Source: an optimization exercise on an open RTL-to-GDS flow (aim: small area). Production flows keep margins and buffers that such runs may drop.
Function was checked by simulation only, so behaviour that the tests miss may differ from the original.
Power figures rest on the tool's default switching activity, not on a simulated workload.

[flow/design.v]
package branch_pkg;
  localparam int unsigned XLEN        = 32;
  localparam int unsigned BTB_ENTRIES = 16;
  localparam int unsigned IDX_W       = $clog2(BTB_ENTRIES);
  localparam int unsigned TAG_W       = XLEN - IDX_W - 2;
  localparam logic [1:0] BRANCH = 2'd0;
  localparam logic [1:0] JUMP   = 2'd1;
  localparam logic [1:0] CALL   = 2'd2;
  localparam logic [1:0] RET    = 2'd3;
endpackage
module return_address_stack #(
  parameter int unsigned DEPTH = 4,
  parameter int unsigned W     = 32
) (
  input  logic         clk_i,
  input  logic         rst_ni,
  input  logic         push_i,
  input  logic         pop_i,
  input  logic [W-1:0] data_i,
  output logic [W-1:0] top_o,
  output logic         empty_o
);
  localparam int unsigned PTR_W = $clog2(DEPTH);
  localparam int unsigned CNT_W = PTR_W + 1;
  logic [W-1:0]     stack_q [DEPTH];
  logic [PTR_W-1:0] ptr_q;
  logic [PTR_W-1:0] top_idx;
  logic [CNT_W-1:0] count_q;
  assign top_idx = ptr_q - PTR_W'(1);
  assign top_o   = stack_q[top_idx];
  assign empty_o = (count_q == '0);
  always_ff @(posedge clk_i or negedge rst_ni) begin
    if (!rst_ni) begin
      for (int i = 0; i < int'(DEPTH); i++) stack_q[i] <= '0;
      ptr_q   <= '0;
      count_q <= '0;
    end else if (push_i) begin
      stack_q[ptr_q] <= data_i;
      ptr_q          <= ptr_q + PTR_W'(1);
      if (count_q != CNT_W'(DEPTH)) count_q <= count_q + CNT_W'(1);
    end else if (pop_i && !empty_o) begin
      ptr_q   <= top_idx;
      count_q <= count_q - CNT_W'(1);
    end
  end
endmodule
module branch_predictor
#(
  parameter int unsigned CNT_BITS  = 2,
  parameter int unsigned RAS_DEPTH = 4,
  parameter int unsigned PERF_W    = 16
) (
  input  logic              clk_i,
  input  logic              rst_ni,
  input  logic [31:0]       fetch_pc_i,
  output logic              pred_taken_o,
  output logic [31:0]       pred_target_o,
  input  logic              res_valid_i,
  input  logic [31:0]       res_pc_i,
  input  logic [1:0]        res_kind_i,
  input  logic              res_taken_i,
  input  logic [31:0]       res_target_i,
  input  logic              res_pred_taken_i,
  input  logic [31:0]       res_pred_target_i,
  output logic              redirect_o,
  output logic [31:0]       redirect_pc_o,
  output logic [PERF_W-1:0] mispredict_cnt_o
);
  localparam int unsigned XLEN        = branch_pkg::XLEN;
  localparam int unsigned BTB_ENTRIES = branch_pkg::BTB_ENTRIES;
  localparam int unsigned IDX_W       = branch_pkg::IDX_W;
  localparam int unsigned TAG_W       = branch_pkg::TAG_W;
  localparam logic [1:0]  BRANCH      = branch_pkg::BRANCH;
  localparam logic [1:0]  JUMP        = branch_pkg::JUMP;
  localparam logic [1:0]  CALL        = branch_pkg::CALL;
  localparam logic [1:0]  RET         = branch_pkg::RET;
  localparam logic [CNT_BITS-1:0] CNT_WT  = CNT_BITS'(1 << (CNT_BITS - 1));
  localparam logic [CNT_BITS-1:0] CNT_WNT = CNT_BITS'((1 << (CNT_BITS - 1)) - 1);
  logic                btb_v_q   [BTB_ENTRIES];
  logic [TAG_W-1:0]    btb_tag_q [BTB_ENTRIES];
  logic [1:0]          btb_kind_q[BTB_ENTRIES];
  logic [XLEN-1:0]     btb_tgt_q [BTB_ENTRIES];
  logic [CNT_BITS-1:0] cnt_q     [BTB_ENTRIES];
  logic [PERF_W-1:0]   mis_cnt_q;
  logic [IDX_W-1:0]    f_idx, r_idx;
  logic [TAG_W-1:0]    f_tag, r_tag;
  logic                f_hit, r_hit;
  logic [1:0]          r_kind;
  logic [CNT_BITS-1:0] cnt_r;
  logic [CNT_BITS-1:0] cnt_d;
  logic [XLEN-1:0]     ras_top;
  logic                ras_empty;
  assign f_idx  = fetch_pc_i[IDX_W+1:2];
  assign f_tag  = fetch_pc_i[XLEN-1:IDX_W+2];
  assign f_hit  = btb_v_q[f_idx] && (btb_tag_q[f_idx] == f_tag);
  assign r_idx  = res_pc_i[IDX_W+1:2];
  assign r_tag  = res_pc_i[XLEN-1:IDX_W+2];
  assign r_hit  = btb_v_q[r_idx] && (btb_tag_q[r_idx] == r_tag);
  assign r_kind = res_kind_i;
  assign cnt_r  = cnt_q[r_idx];
  assign mispredict_cnt_o = mis_cnt_q;
  always_comb begin
    pred_taken_o  = 1'b0;
    pred_target_o = fetch_pc_i + XLEN'(4);
    if (f_hit) begin
      case (btb_kind_q[f_idx])
        RET: begin
          pred_taken_o  = 1'b1;
          pred_target_o = ras_empty ? btb_tgt_q[f_idx] : ras_top;
        end
        JUMP, CALL: begin
          pred_taken_o  = 1'b1;
          pred_target_o = btb_tgt_q[f_idx];
        end
        default: begin
          if (cnt_q[f_idx][CNT_BITS-1]) begin
            pred_taken_o  = 1'b1;
            pred_target_o = btb_tgt_q[f_idx];
          end
        end
      endcase
    end
  end
  always_comb begin
    redirect_o    = res_valid_i &&
                    ((res_taken_i != res_pred_taken_i) ||
                     (res_taken_i && (res_target_i != res_pred_target_i)));
    redirect_pc_o = res_taken_i ? res_target_i : res_pc_i + XLEN'(4);
  end
  always_comb begin
    if (res_taken_i) begin
      if (!r_hit)            cnt_d = CNT_WT;
      else if (cnt_r == '1)  cnt_d = cnt_r;
      else                   cnt_d = cnt_r + 1'b1;
    end else begin
      cnt_d = (cnt_r == '0) ? cnt_r : cnt_r - 1'b1;
    end
  end
  always_ff @(posedge clk_i or negedge rst_ni) begin
    if (!rst_ni) begin
      for (int i = 0; i < int'(BTB_ENTRIES); i++) begin
        btb_v_q[i]    <= 1'b0;
        btb_tag_q[i]  <= '0;
        btb_kind_q[i] <= BRANCH;
        btb_tgt_q[i]  <= '0;
        cnt_q[i]      <= CNT_WNT;
      end
      mis_cnt_q <= '0;
    end else begin
      if (redirect_o && (mis_cnt_q != '1)) mis_cnt_q <= mis_cnt_q + PERF_W'(1);
      if (res_valid_i) begin
        if (r_kind == BRANCH) cnt_q[r_idx] <= cnt_d;
        if (res_taken_i) begin
          btb_v_q[r_idx]    <= 1'b1;
          btb_tag_q[r_idx]  <= r_tag;
          btb_kind_q[r_idx] <= r_kind;
          btb_tgt_q[r_idx]  <= res_target_i;
        end
      end
    end
  end
  return_address_stack #(
    .DEPTH (RAS_DEPTH),
    .W     (XLEN)
  ) u_ras (
    .clk_i   (clk_i),
    .rst_ni  (rst_ni),
    .push_i  (res_valid_i && (r_kind == CALL)),
    .pop_i   (res_valid_i && (r_kind == RET)),
    .data_i  (res_pc_i + XLEN'(4)),
    .top_o   (ras_top),
    .empty_o (ras_empty)
  );
endmodule
[flow/run.sh]
#!/bin/bash
# synth_recipe.tcl (not shown) runs the flow's synth.tcl, then flattens the netlist and writes it again
# the make line also repeats each setting of config.mk as NAME=value (left out here)
make -C /OpenROAD-flow-scripts/flow DESIGN_CONFIG=/design/flow/config.mk WORK_HOME=/design/flow/orfs CLKGATE_MAP_FILE= SYNTH_SCRIPT=/design/flow/synth_recipe.tcl finish
[flow/config.mk]
export PLATFORM = sky130hd
export DESIGN_NAME = branch_predictor
export DESIGN_NICKNAME = branch_predictor
export VERILOG_FILES = /design/flow/design.v
export SDC_FILE = /design/flow/constraint.sdc
export NUM_CORES = 4
export LEC_CHECK = 0
export CAP_MARGIN = 20
export CORE_MARGIN = 2
export CORE_UTILIZATION = 30
export SLEW_MARGIN = 20
[flow/constraint.sdc]
create_clock -name core_clock -period 10.0 [get_ports {clk_i}]
set_input_delay 2.0000 -clock core_clock [delete_from_list [all_inputs] [get_ports {clk_i}]]
set_output_delay 2.0000 -clock core_clock [all_outputs]
set_load 0.01 [all_outputs]
==> results of run 1 <==
through the flow:
stage | hold WS, ns | instances | util | setup slack, ns
4_1_cts | 0.4835 | 7893 | 0.3525 | 0.6767
6_report | 0.4802 | 7904 | 0.3529 | 0.5823
3_5_place_dp | 0.4704 | 7658 | 0.3299 | 0.6759
2_1_floorplan | 0.4447 | 5195 | - | 2.185
3_3_place_gp | 0.4605 | 7658 | 0.3298 | 0.6858
5_1_grt | 0.5008 | 7900 | 0.3528 | 0.5523
critical path, cell delays in order:
cell and delay (ns):
clkdlybuf4s50_1 0.67, inv_1 0.18, ha_4 0.34, or3_1 0.44, nor2_2 0.68, a21oi_1 0.10, nand3_1 0.15, o22a_1 0.22
ha_1 0.27, or2_2 0.31, nand2b_1 0.15, o2bb2ai_1 0.24, nor4_1 0.24, nand4_1 0.33, o21ai_0 0.32, a22oi_2 0.18
clkdlybuf4s50_1 0.56
power by group through the flow:
| stage | clock (mW) | sequential [mW] | combinational [mW] |
|---|---|---|---|
| finish | 4.95 | 6.51 | 3.10 |
| CTS | 4.99 | 6.48 | 3.04 |
| global route | 5.18 | 6.63 | 3.31 |
| floorplan | 0 | 6.30 | 1.90 |
| detailed placement | 0 | 6.56 | 3.03 |
| global placement | 0 | 6.52 | 2.96 |
placed cells by master, fill, tap and decap left out, drive strengths merged, types with 30 or more instances in the layout:
cell type	synthesis	final
nor2	179	179
clkdlybuf4s50	0	210
o22ai	41	41
inv	76	84
a21oi	126	126
xor2	65	65
clkbuf	364	194
a22o	90	90
mux2i	115	115
mux2	919	919
nand3	92	92
nand4	45	45
dfrtp	1141	1141
and3	39	39
a221oi	121	121
nor3	45	45
a31oi	51	51
a22oi	236	236
o21ai	351	351
buf	141	233
xnor2	55	55
nand2	391	391
o31ai	30	30
a222oi	94	94
area by class of cell:
type                    count  area share
diodes                     10   0.0003679
clock buffers             194     0.05738
clock inverters            41    0.006676
inverters                  78    0.004304
multi-input cells        3455      0.3987
flip-flops and latches   1157      0.4259
well taps                2526     0.04646
repair buffers            443     0.06016
cells by family (layout without fill, tap and decap cells):
group,Yosys count,in the layout,synth area share
AO/OA/AOI/OAI,1351,1351,0.1650
flip-flops,1157,1157,0.4971
multiplexers,1036,1036,0.1981
AND/OR/NAND/NOR,930,930,0.07432
buffers and inverters,583,756,0.04353
XOR/XNOR,120,120,0.01803
adder cells (fa/ha/maj),18,18,0.003993
other,0,10,0
sequential cells by signal (all words and copies together) (netlist names):
name / flops
btb_kind_q: 32
btb_tgt_q: 512
u_ras.count_q: 3
u_ras.stack_q: 128
mis_cnt_q: 16
cnt_q: 32
u_ras.ptr_q: 2
btb_tag_q: 416
btb_v_q: 16
path summary, 6_finish.rpt:
path | startpoint | end | slack, ns | depth (start not counted)
min in group asynchronous | rst_ni | btb_tag_q[10][3]$_DFFE_PN0P_ | 1.15 | 1
min reg2reg | u_ras.stack_q[0][13]$_DFFE_PN0P_ | u_ras.stack_q[0][13]$_DFFE_PN0P_ | 0.48 | 2
max | fetch_pc_i[3] | pred_target_o[8] | 0.58 | 17
max reg2reg | btb_tag_q[0][24]$_DFFE_PN0P_ | cnt_q[12][1]$_DFFE_PN0P_ | 6.22 | 10
max in group asynchronous | rst_ni | u_ras.stack_q[2][11]$_DFFE_PN0P_ | 6.64 | 3
min | u_ras.stack_q[0][13]$_DFFE_PN0P_ | u_ras.stack_q[0][13]$_DFFE_PN0P_ | 0.48 | 2
layer usage:
| metal | up-vias | GRT usage | share of wire |
|---|---|---|---|
| met5 | - | 0 | 0.00059 |
| met4 | 24 | 0.1930 | 0.088 |
| met1 | 24680 | 0.3183 | 0.38 |
| met2 | 3043 | 0.3836 | 0.43 |
| li1 | 19540 | - | - |
| met3 | 871 | 0.07210 | 0.10 |
==> results_dict.tcl, run 1 <==
set metrics [dict create \
    drc 0 \
    clkTransAtPathRegs_ns 0.06 \
    yosysTopAreaCell "dfrtp_1" \
    ys_top_cells_by_count "dfrtp_1 (1,141), mux2_2 (919), nand2_1 (390)" \
    syn-num-nets 5348 \
    cts_buffers 132 \
    via_count 48160 \
    synth_edf_count 0 \
    dieArea_um2 197800 \
    p_switching_mw 4.608 \
    grt_pass1_wl_um 366100 \
    drive_gt1_frac 0.2740 \
    drt-total-wl_um 260600 \
    setup_violations 0 \
    synth-main-ff-cell "dfrtp_1" \
    min_period_ns 9.418 \
    cellPowerDensity_nw_per_um2 213.9 \
    track_usage 0.2580 \
    hold_path.class "reg -> reg" \
    synth_top_area_frac 0.4899 \
    async_flop_share 1.000 \
    viasPerCell 6.093 \
    fillCellCount 18910 \
    sw_frac_of_total 0.3166 \
    drt_pass1_iterations 10 \
    multiInputGateArea_um2 27130 \
    grt_pass1_vias 46740 \
    cap_violations 0 \
    ir_drop_v 0.0002091 \
    dpl.hpwl_um 171700 \
    postCtsHoldBufs 0 \
    tritoncts "done" \
    placed_area_um2 63590 \
    die_x_um 444.8 \
    die_h_um 444.8 \
    slew_viol_final 0 \
    cts_sinks 1157 \
    worstSetupEndpointType "primary output" \
    path_class "in -> out" \
    start_util 0.3023 \
    clock-root-buffer "clkbuf_16" \
    synth_seq_cells 1157 \
    max_slew.worst_pin.slew_ns 1.300 \
    fmax_ghz 0.1062 \
    gp_congestion 1.028 \
    fin_skew_ns 0.03262 \
    netlist_area_um2 58290 \
    hold_viol_final 0 \
    cts_resized 0 \
    drt_iter0_drc 6869 \
    cellLeakagePower_nw 28.54 \
    num_rows 161 \
    antenna_found_initial 25 \
    startpoint_type "input port" \
    avgSynthCellArea_um2 11.22 \
    seqPwrFrac 0.447 \
    io_buffer_count 216 \
    cts_buffer_depth 3 \
    postCtsSetupBuffers 0 \
    core_um2 192800 \
    relSlewSlack 0.1241 \
    status "timing/DRC/antenna clean" \
    p_comb_frac 0.213 \
    cts_max_level 4 \
    synth.most_common_cell "dfrtp_1" \
    routedWlPerCell_um 32.97 \
    area_growth_pct 16.71 \
    fin_area_um2 68030 \
    critPathMaxFanout 25 \
    p_clk_frac 0.340 \
    rsz0062_at_grt "no" \
    synth_cells 5195 \
    ant_nets 0 \
    finalSetupTns_ns 0 \
    required_ns 8.00 \
    ys_types 82 \
    finalPower_mw 14.55 \
    fin_nets 5420 \
    seq_area_um2 28970 \
    grt_overflow_total 0 \
    yosys-top-cells-area "dfrtp_1 (49%), mux2_2 (18%), a22oi_1 (3.0%)" \
    power.internal_mw 9.944 \
    arrival_ns 7.42 \
    clk_latency_ns 0.81 \
    yosysWarningCount 8 \
    ys_seq_area_frac 0.4971 \
    post-route-period-util 0.9418 \
    io_pins 217 \
    grt_max_degree 180 \
]
==> run 2: changes to the inputs <==
--- a/flow/design.v
+++ b/flow/design.v
@@ -31,17 +31,18 @@
   assign empty_o = (count_q == '0);
   always_ff @(posedge clk_i or negedge rst_ni) begin
     if (!rst_ni) begin
-      for (int i = 0; i < int'(DEPTH); i++) stack_q[i] <= '0;
       ptr_q   <= '0;
       count_q <= '0;
     end else if (push_i) begin
-      stack_q[ptr_q] <= data_i;
       ptr_q          <= ptr_q + PTR_W'(1);
       if (count_q != CNT_W'(DEPTH)) count_q <= count_q + CNT_W'(1);
     end else if (pop_i && !empty_o) begin
       ptr_q   <= top_idx;
       count_q <= count_q - CNT_W'(1);
     end
+  end
+  always_ff @(posedge clk_i) begin
+    if (push_i) stack_q[ptr_q] <= data_i;
   end
 endmodule
 module branch_predictor
@@ -92,30 +93,52 @@
   logic                ras_empty;
   assign f_idx  = fetch_pc_i[IDX_W+1:2];
   assign f_tag  = fetch_pc_i[XLEN-1:IDX_W+2];
-  assign f_hit  = btb_v_q[f_idx] && (btb_tag_q[f_idx] == f_tag);
   assign r_idx  = res_pc_i[IDX_W+1:2];
   assign r_tag  = res_pc_i[XLEN-1:IDX_W+2];
-  assign r_hit  = btb_v_q[r_idx] && (btb_tag_q[r_idx] == r_tag);
   assign r_kind = res_kind_i;
-  assign cnt_r  = cnt_q[r_idx];
+  logic             f_v, r_v;
+  logic [TAG_W-1:0] f_tag_rd, r_tag_rd;
+  logic [1:0]       f_kind_rd;
+  logic [XLEN-1:0]  f_tgt_rd;
+  logic             f_cnt_msb;
+  always_comb begin
+    f_v = 1'b0; r_v = 1'b0; f_tag_rd = '0; r_tag_rd = '0; f_kind_rd = '0;
+    f_tgt_rd = '0; f_cnt_msb = 1'b0; cnt_r = '0;
+    for (int i = 0; i < int'(BTB_ENTRIES); i++) begin
+      if (f_idx == IDX_W'(i)) begin
+        f_v       = f_v       | btb_v_q[i];
+        f_tag_rd  = f_tag_rd  | btb_tag_q[i];
+        f_kind_rd = f_kind_rd | btb_kind_q[i];
+        f_tgt_rd  = f_tgt_rd  | btb_tgt_q[i];
+        f_cnt_msb = f_cnt_msb | cnt_q[i][CNT_BITS-1];
+      end
+      if (r_idx == IDX_W'(i)) begin
+        r_v      = r_v      | btb_v_q[i];
+        r_tag_rd = r_tag_rd | btb_tag_q[i];
+        cnt_r    = cnt_r    | cnt_q[i];
+      end
+    end
+  end
+  assign f_hit  = f_v && (f_tag_rd == f_tag);
+  assign r_hit  = r_v && (r_tag_rd == r_tag);
   assign mispredict_cnt_o = mis_cnt_q;
   always_comb begin
     pred_taken_o  = 1'b0;
     pred_target_o = fetch_pc_i + XLEN'(4);
     if (f_hit) begin
-      case (btb_kind_q[f_idx])
+      case (f_kind_rd)
         RET: begin
           pred_taken_o  = 1'b1;
-          pred_target_o = ras_empty ? btb_tgt_q[f_idx] : ras_top;
+          pred_target_o = ras_empty ? f_tgt_rd : ras_top;
         end
         JUMP, CALL: begin
           pred_taken_o  = 1'b1;
-          pred_target_o = btb_tgt_q[f_idx];
+          pred_target_o = f_tgt_rd;
         end
         default: begin
-          if (cnt_q[f_idx][CNT_BITS-1]) begin
+          if (f_cnt_msb) begin
             pred_taken_o  = 1'b1;
-            pred_target_o = btb_tgt_q[f_idx];
+            pred_target_o = f_tgt_rd;
           end
         end
       endcase
@@ -140,9 +163,6 @@
     if (!rst_ni) begin
       for (int i = 0; i < int'(BTB_ENTRIES); i++) begin
         btb_v_q[i]    <= 1'b0;
-        btb_tag_q[i]  <= '0;
-        btb_kind_q[i] <= BRANCH;
-        btb_tgt_q[i]  <= '0;
         cnt_q[i]      <= CNT_WNT;
       end
       mis_cnt_q <= '0;
@@ -150,13 +170,15 @@
       if (redirect_o && (mis_cnt_q != '1)) mis_cnt_q <= mis_cnt_q + PERF_W'(1);
       if (res_valid_i) begin
         if (r_kind == BRANCH) cnt_q[r_idx] <= cnt_d;
-        if (res_taken_i) begin
-          btb_v_q[r_idx]    <= 1'b1;
-          btb_tag_q[r_idx]  <= r_tag;
-          btb_kind_q[r_idx] <= r_kind;
-          btb_tgt_q[r_idx]  <= res_target_i;
-        end
+        if (res_taken_i) btb_v_q[r_idx] <= 1'b1;
       end
+    end
+  end
+  always_ff @(posedge clk_i) begin
+    if (res_valid_i && res_taken_i) begin
+      btb_tag_q[r_idx]  <= r_tag;
+      btb_kind_q[r_idx] <= r_kind;
+      btb_tgt_q[r_idx]  <= res_target_i;
     end
   end
   return_address_stack #(
==> results_dict.tcl, run 2 <==
set metrics [dict create \
    status "timing/DRC/antenna clean" \
    rsz0062_at_grt "no" \
    drt_iter0_drc 6453 \
    p_clk_frac 0.393 \
    die_h_um 411.3 \
    cpMostUsedCell "buf_4" \
    fin_nets 3812 \
    critPathMaxFanout 31 \
    clock-root-buffer "clkbuf_16" \
    p_comb_frac 0.129 \
    drt_pass1_iterations 9 \
    synth_cells 3404 \
    gp_congestion 0.9967 \
    seqPwrFrac 0.478 \
    ys_types 76 \
    yosysTopAreaCell "edfxtp_1" \
    cap_violations 0 \
    post-place-ws_ns 0.7090 \
    ir_drop_v 0.0001679 \
    post-route-period-util 0.9427 \
    cellPowerDensity_nw_per_um2 194.7 \
    viasPerCell 5.963 \
    track_usage 0.2299 \
    slowest_stage "nor4b_4" \
    yosys-top-cells-area "edfxtp_1 (66%), a22oi_1 (4.4%), dfrtp_1 (2.7%)" \
    synth.most_common_cell "edfxtp_1" \
    startpoint_type "input port" \
    num_rows 149 \
    clkTransAtPathRegs_ns 0.06 \
    finalSetupTns_ns 0 \
    tritoncts "done" \
    drive_gt1_frac 0.1428 \
    clk_latency_ns 0.78 \
    synth_edf_count 1088 \
    io_pins 217 \
    netlist_area_um2 49760 \
    required_ns 8.00 \
    grt_max_degree 62 \
    postCtsSetupBuffers 0 \
    area_growth_pct 18.99 \
    cts_max_level 3 \
    routedWlPerCell_um 33.61 \
    final_common_cell "edfxtp_1" \
    cellLeakagePower_nw 18.99 \
    postCtsHoldBufs 0 \
    arrival_ns 7.43 \
    io_buffer_count 216 \
    cts_sinks 1157 \
    power.internal_mw 8.540 \
    drt-total-wl_um 200400 \
    ys_top_cells_by_count "edfxtp_1 (1,088), a22oi_1 (291), nand2_1 (205)" \
    fin_skew_ns 0.08302 \
    setup_violations 0 \
    drc 0 \
    min_period_ns 9.427 \
    grt_overflow_total 0 \
    yosysWarningCount 4 \
    hold_path.class "reg -> reg" \
    path_class "in -> out" \
    max_slew.worst_pin.slew_ns 1.291 \
    reg_top3 "btb_tgt_q x512, btb_tag_q x416, u_ras.stack_q x128" \
    sw_frac_of_total 0.2592 \
    syn-num-nets 3555 \
    ant_nets 0 \
    core_um2 164800 \
    fmax_ghz 0.1061 \
    dieArea_um2 169200 \
    crit_path_cell_trace "clkdlybuf4s50_1 > buf_4 > inv_1 > ha_4 > buf_4 > a222oi_1 > a221oi_1 > or4_1 > a211oi_1 > nand4_1 > or2_1 > nor4b_4 > buf_4 > o21ai_1 > clkdlybuf4s50_1" \
    grt_pass1_wl_um 273200 \
    via_count 35550 \
    cpPeakStageDelay_ns 0.66 \
    cts_resized 0 \
    dpl.hpwl_um 128900 \
    die_x_um 411.3 \
    mostFrequentLayoutCells "edfxtp_1 (1,088), a22oi_1 (290), clkdlybuf4s50_1 (210), nand2_1 (205), buf_4 (161)" \
    slew_viol_final 0 \
    relSlewSlack 0.1329 \
    largest_reg_flops 512 \
    grt_pass1_vias 33490 \
    cts_buffer_depth 3 \
    start_util 0.3020 \
    hold_viol_final 0 \
    synth-main-ff-cell "edfxtp_1" \
    antenna_found_initial 14 \
    avgSynthCellArea_um2 14.62 \
    worstSetupEndpointType "primary output" \
    regMostFlops "btb_tgt_q" \
    p_switching_mw 2.988 \
    fillCellCount 15670 \
    async_flop_share 0.05964 \
    synth_top_area_frac 0.6565 \
    synth_seq_cells 1157 \
    fin_ws_ns 0.5731 \
    cts_buffers 121 \
    ys_seq_area_frac 0.6916 \
]
-- run 2: per-stage QoR --
step / total power [mW] / std cells / area, µm² / hold WS, ns / utilization
4_1_cts: 11.54 / 5950 / 59180 / 0.5016 / 0.3591
6_report: 11.53 / 5961 / 59210 / 0.4956 / 0.3593
3_5_place_dp: 7.064 / 5727 / 55200 / 0.4871 / 0.3349
5_1_grt: 11.82 / 5955 / 59200 / 0.5046 / 0.3592
2_1_floorplan: 6.335 / 3404 / 49760 / 0.4617 / -
3_3_place_gp: 7.056 / 5726 / 55180 / 0.4779 / 0.3348
-- run 2: final cells by class --
class	instances	area [µm²]	share of cell area
Antenna cell	11	27.53	0.0004649
Tap cell	2189	2739	0.04626
Sequential cell	1157	34420	0.5813
Inverter	37	138.9	0.002346
Timing Repair Buffer	381	3482	0.05881
Multi-Input combinational cell	1963	14420	0.2435
Clock buffer	143	3120	0.05270
Clock inverter	80	864.6	0.01460
-- run 2: worst paths after layout --
path / from / slack, ns / cells past startpoint / endpoint
setup / recovery: fetch_pc_i[2] / 0.57 / 15 / pred_target_o[9]
hold / removal: mis_cnt_q[10]$_DFFE_PN0P_ / 0.50 / 1 / mis_cnt_q[10]$_DFFE_PN0P_
setup reg to reg: btb_tag_q[3][4]$_DFFE_PP_ / 6.05 / 10 / cnt_q[3][0]$_DFFE_PN1P_
hold reg to reg: mis_cnt_q[10]$_DFFE_PN0P_ / 0.50 / 1 / mis_cnt_q[10]$_DFFE_PN0P_
max in group asynchronous: rst_ni / 7.72 / 2 / u_ras.ptr_q[0]$_DFFE_PN0P_
min in group asynchronous: rst_ni / 1.13 / 1 / mis_cnt_q[4]$_DFFE_PN0P_
-- run 2: power by group through the flow --
stage               sequential [mW]  clock, mW  combinational [mW]
global route                   5.52       4.75                1.55
detailed placement             5.61          0                1.46
finish                         5.51       4.54                1.48
floorplan                      5.59          0               0.749
CTS                            5.51       4.57                1.46
global placement               5.60          0                1.45
-- run 2: layer usage --
| layer | vias to the layer above | global-route usage | wire length [µm] |
|---|---|---|---|
| li1 | 14390 | - | - |
| met5 | - | 0 | 353 |
| met3 | 414 | 0.07401 | 27630 |
| met4 | 12 | 0.08583 | 8073 |
| met1 | 17980 | 0.3175 | 78560 |
| met2 | 2756 | 0.3355 | 85760 |
-- run 2: cell families (layout without fill, tap and decap cells) --
logic type,Yosys count,in the layout,share of synthesized area
DFF,1157,1157,0.6916
xor gates and xnor gates,124,124,0.02182
adders and majority gates,16,16,0.004174
and+or+nand+nor,716,716,0.07264
AOI/OAI and AO/OA,938,938,0.1414
buffers and inverters,284,641,0.02351
muxes,169,169,0.04480
other,0,11,0
-- run 2: critical path: cells and delay by family --
family,cells,cell delay (ns)
buffers and inverters,6,2.10
and+or+nand+nor,4,1.81
AOI/OAI and AO/OA,4,1.15
adders and majority gates,1,0.34

## afterwards: timing with drivers on the ports
The results above use ideal ports. As a check the final layouts listed here were re-extracted and re-timed, cells and wires unchanged. Step 1, drivers: a clkbuf_16 drives clk_i and a buf_2 each remaining input, both assumed. Step 2 moves the port delays by t, midway between the first and last clock arrival at a register: inputs arrive t later, outputs are due t later. That takes back most of the time a late clock gives input paths. Slacks: ideal / step 1 / step 2; pairs: ideal / step 1.
run | t (ns) | setup WS [ns] | latest minus earliest clock arrival (ns) | worst register clock-pin slew, ns | worst slew at a driven data input, ns
run 1 | 0.879 | 0.582 / 0.559 / 0.559 | 0.042 / 0.041 | 0.07 / 0.07 | 0.17
run 2 | 0.824 | 0.573 / 0.518 / 0.518 | 0.089 / 0.089 | 0.07 / 0.07 | 0.22
After both steps every run listed still meets setup and hold. For run 2, which loses most, drivers alone change the setup slack by -0.055 ns; drivers and shift together by -0.055 ns.
